Background: an optimization exercise with open tools, aiming at small area and a short achievable clock period. Do not read the settings as production practice.
The RTL was checked by simulation tests, not by an equivalence proof against the original design.
Power figures rest on the tool's default switching activity, not on a simulated workload.

==> flow/design.v (excerpt) <==
module mips_processor
#(
  parameter int aBit = 6,
  parameter int nBit = 32
) (
  input  logic            clk,
  input  logic            rst,
  input  logic            request,
  input  logic [aBit-1:0] addr,
  input  logic [nBit-1:0] din,
  output logic [nBit-1:0] dout,
  output logic            acknowledge,
  output logic            carry,
  output logic            overflow,
  output logic            equal
);
Size in the first run: about 5700 cells after synthesis, roughly 2000 flip-flops, roughly 77 I/O pins, about 84000 µm² of cells after synthesis.
clock: 8.5 ns
lec_check: 0
abc_clock_period_in_ps: 3500
cap_margin: 10
core_margin: 2
core_utilization: 40
cts_cluster_diameter: 100
cts_cluster_size: 22
setup_slack_margin: 5.0
slew_margin: 10
run.sh (not shown) runs the stock make flow with config.mk's settings and CLKGATE_MAP_FILE= SYNTH_SCRIPT=/design/flow/synth_recipe.tcl, a recipe that flattens the netlist after the stock synthesis.
Change:
- CAP_MARGIN: 10 -> 20
- CORE_UTILIZATION: 40 -> 55
- SLEW_MARGIN: 10 -> 20
After rerunning:
- area after synthesis stays the same
- final cell count decreases by 9.0%
- critical path depth grows by 2
- cell area fell by 0.83%
- worst hold slack degrades by 0.0073 ns
- setup slack gains 0.024 ns
- total power hardly moves
- die area drops by 27%
Change:
- CORE_UTILIZATION: 55 -> 40
- SETUP_SLACK_MARGIN: 5.0 -> 4.5
What happened: The changed run passed the timing, design-rule and antenna checks. Cell area came out lower by 1.4%. Power goes down by 1.5%. Via count falls by 1.7%. Maximum frequency is lower by 11%. Hold slack improves by 0.0065 ns. Sequential share of layout area rose by 0.91 points. Critical path depth decreases by 9.

mips_processor again, from the RTL that the note above started with.
export LEC_CHECK = 0
export ABC_CLOCK_PERIOD_IN_PS = 3500
export CAP_MARGIN = 20
export CORE_MARGIN = 2
export CORE_UTILIZATION = 40
export SETUP_SLACK_MARGIN = 5.0
export SLEW_MARGIN = 20
create_clock -name core_clock -period 8.5 [get_ports {clk}]
The starting point completed with no timing, DRC or antenna violations.
Rerun with:
CTS_CLUSTER_DIAMETER = 100   (was not set)
CTS_CLUSTER_SIZE = 22   (was not set)
SETUP_SLACK_MARGIN = 4.85   (was 5.0)
- hold slack gets better by 8.7 ps
- worst setup slack got worse by 95 ps
- cell area drops by 4.8%
- final cell count went down by 2.9%
- sequential share of layout area climbs by 3.1 points
- total power falls by 14%
- core utilization falls by 2.2 points
- global-route usage falls by 0.54 points
- count of clock-buffer cells in the layout went down by 100
Rerun with:
==> flow/flow/run.sh (new file) <==
#!/bin/bash
set -euo pipefail
bash standard.sh MATCH_CELL_FOOTPRINT=0 finish > make_finish.log 2>&1
test -f out/final.def
==> flow/standard.sh (new file) <==
#!/bin/bash
# synth_recipe.tcl (not shown) runs the flow's synth.tcl, then flattens the netlist and writes it again
# the make line also repeats each setting of config.mk as NAME=value (left out here)
make -C /OpenROAD-flow-scripts/flow DESIGN_CONFIG=/design/flow/config.mk WORK_HOME=/design/flow/orfs CLKGATE_MAP_FILE= SYNTH_SCRIPT=/design/flow/synth_recipe.tcl "${@:-finish}"
CTS_CLUSTER_DIAMETER = not set   (was 100)
CTS_CLUSTER_SIZE = not set   (was 22)
SETUP_SLACK_MARGIN = 5.0   (was 4.85)
removed: flow/run.sh
Effect:
- core utilization climbs by 2.2 points
- setup slack improved by 37 ps
- register-to-register slack is better by 40 ps
- routed wire length is higher by 2.3%
- via count rose by 2.8%

== build 47 ==
Starting RTL as in the previous note.
Settings: LEC_CHECK=0, ABC_CLOCK_PERIOD_IN_PS=3500, CAP_MARGIN=20, CORE_MARGIN=2, CORE_UTILIZATION=40, CTS_BUF_LIST=sky130_fd_sc_hd__clkbuf_4 sky130_fd_sc_hd__clkbuf_8, SETUP_SLACK_MARGIN=4.5, SLEW_MARGIN=20; clock period 8.5 ns.
Stock flow here: none of the scripts above is used.
Changes in build 9 relative to build 47:
- setting CTS_CLUSTER_SIZE to 26 for the first time
- removing CTS_BUF_LIST (formerly sky130_fd_sc_hd__clkbuf_4 sky130_fd_sc_hd__clkbuf_8)
- changing SETUP_SLACK_MARGIN from 4.5 to 5.0
- setting CTS_CLUSTER_DIAMETER to 100 for the first time
Results
Headroom to the max-slew limit: build 9 vs build 47 up 2.7 points
Comparing build 9 and build 47, the higher combinational cell fraction of total power was measured on build 9.
Compared with build 47, in build 9 design area went down; share of cells above drive strength 1 went down.
The following lists how build 28 was set up differently from build 9:
- CTS_CLUSTER_SIZE: 26 -> 22
## What came out
Build 28 reached the end of the flow, and the finished layout is clean on the timing, design-rule and antenna checks. Looking at share of total power in the clock network across build 9 and build 28, the one that comes out lower is build 9. From build 9 to build 28 the numbers moved as follows: relative slew slack went up; combinational power has decreased. On initial antenna violation count, build 9 and build 28 are basically level. | final setup slack of the worst path | lower: build 9 |. Build 28 vs build 9: initial DRC count down in build 28. Of the two candidates, build 9 has the worse setup skew after layout and build 28 the better one. In build 28 relative to build 9, number of clock buffer instances in the layout had gone up by more than 10%.

port drivers added, routing unchanged:
The flow's constraints put no driver on any port. The routed layouts listed below were extracted and timed again, unchanged, in two steps.
Step 1, drivers: a clkbuf_16 drives clk and a buf_2 each remaining input, both assumed.
Step 2 moves the port delays by t, midway between the first and last clock arrival at a register: inputs arrive t later, outputs are due t later. That takes back most of the time a late clock gives input paths.
Slacks: no drivers / after step 1 / after step 2; pairs: no drivers / after step 1.
run | t, ns | slack for setup (ns) | worst setup path after step 2 | clock arrival spread, ns | worst register clock-pin slew, ns
the first run of note 1 | 0.867 | 4.821 / 4.821 / 4.049 | input to register | 0.120 / 0.120 | 0.10 / 0.10
the second run of note 1 | 0.858 | 4.845 / 4.655 / 4.106 | input to register | 0.044 / 0.044 | 0.10 / 0.10
the third run of note 1 | 0.855 | 4.373 / 4.380 / 3.526 | input to register | 0.079 / 0.079 | 0.10 / 0.10
the first run of note 2 | 0.906 | 4.877 / 4.828 / 4.012 | input to register | 0.084 / 0.085 | 0.07 / 0.07
the second run of note 2 | 0.865 | 4.782 / 4.782 / 3.941 | input to register | 0.058 / 0.058 | 0.10 / 0.10
the third run of note 2 | 0.909 | 4.819 / 4.819 / 4.020 | input to register | 0.085 / 0.085 | 0.07 / 0.07
build 47 | 1.119 | 4.355 / 4.355 / 3.421 | input to register | 0.113 / 0.113 | 0.07 / 0.07
build 9 | 0.850 | 4.866 / 4.718 / 4.188 | input to register | 0.095 / 0.095 | 0.11 / 0.11
build 28 | 0.892 | 4.890 / 4.829 / 4.073 | input to register | 0.080 / 0.080 | 0.11 / 0.11
After both steps every run listed still meets setup and hold. For build 47, which loses most, drivers alone change the setup slack by 0.000 ns; drivers and shift together by -0.934 ns.
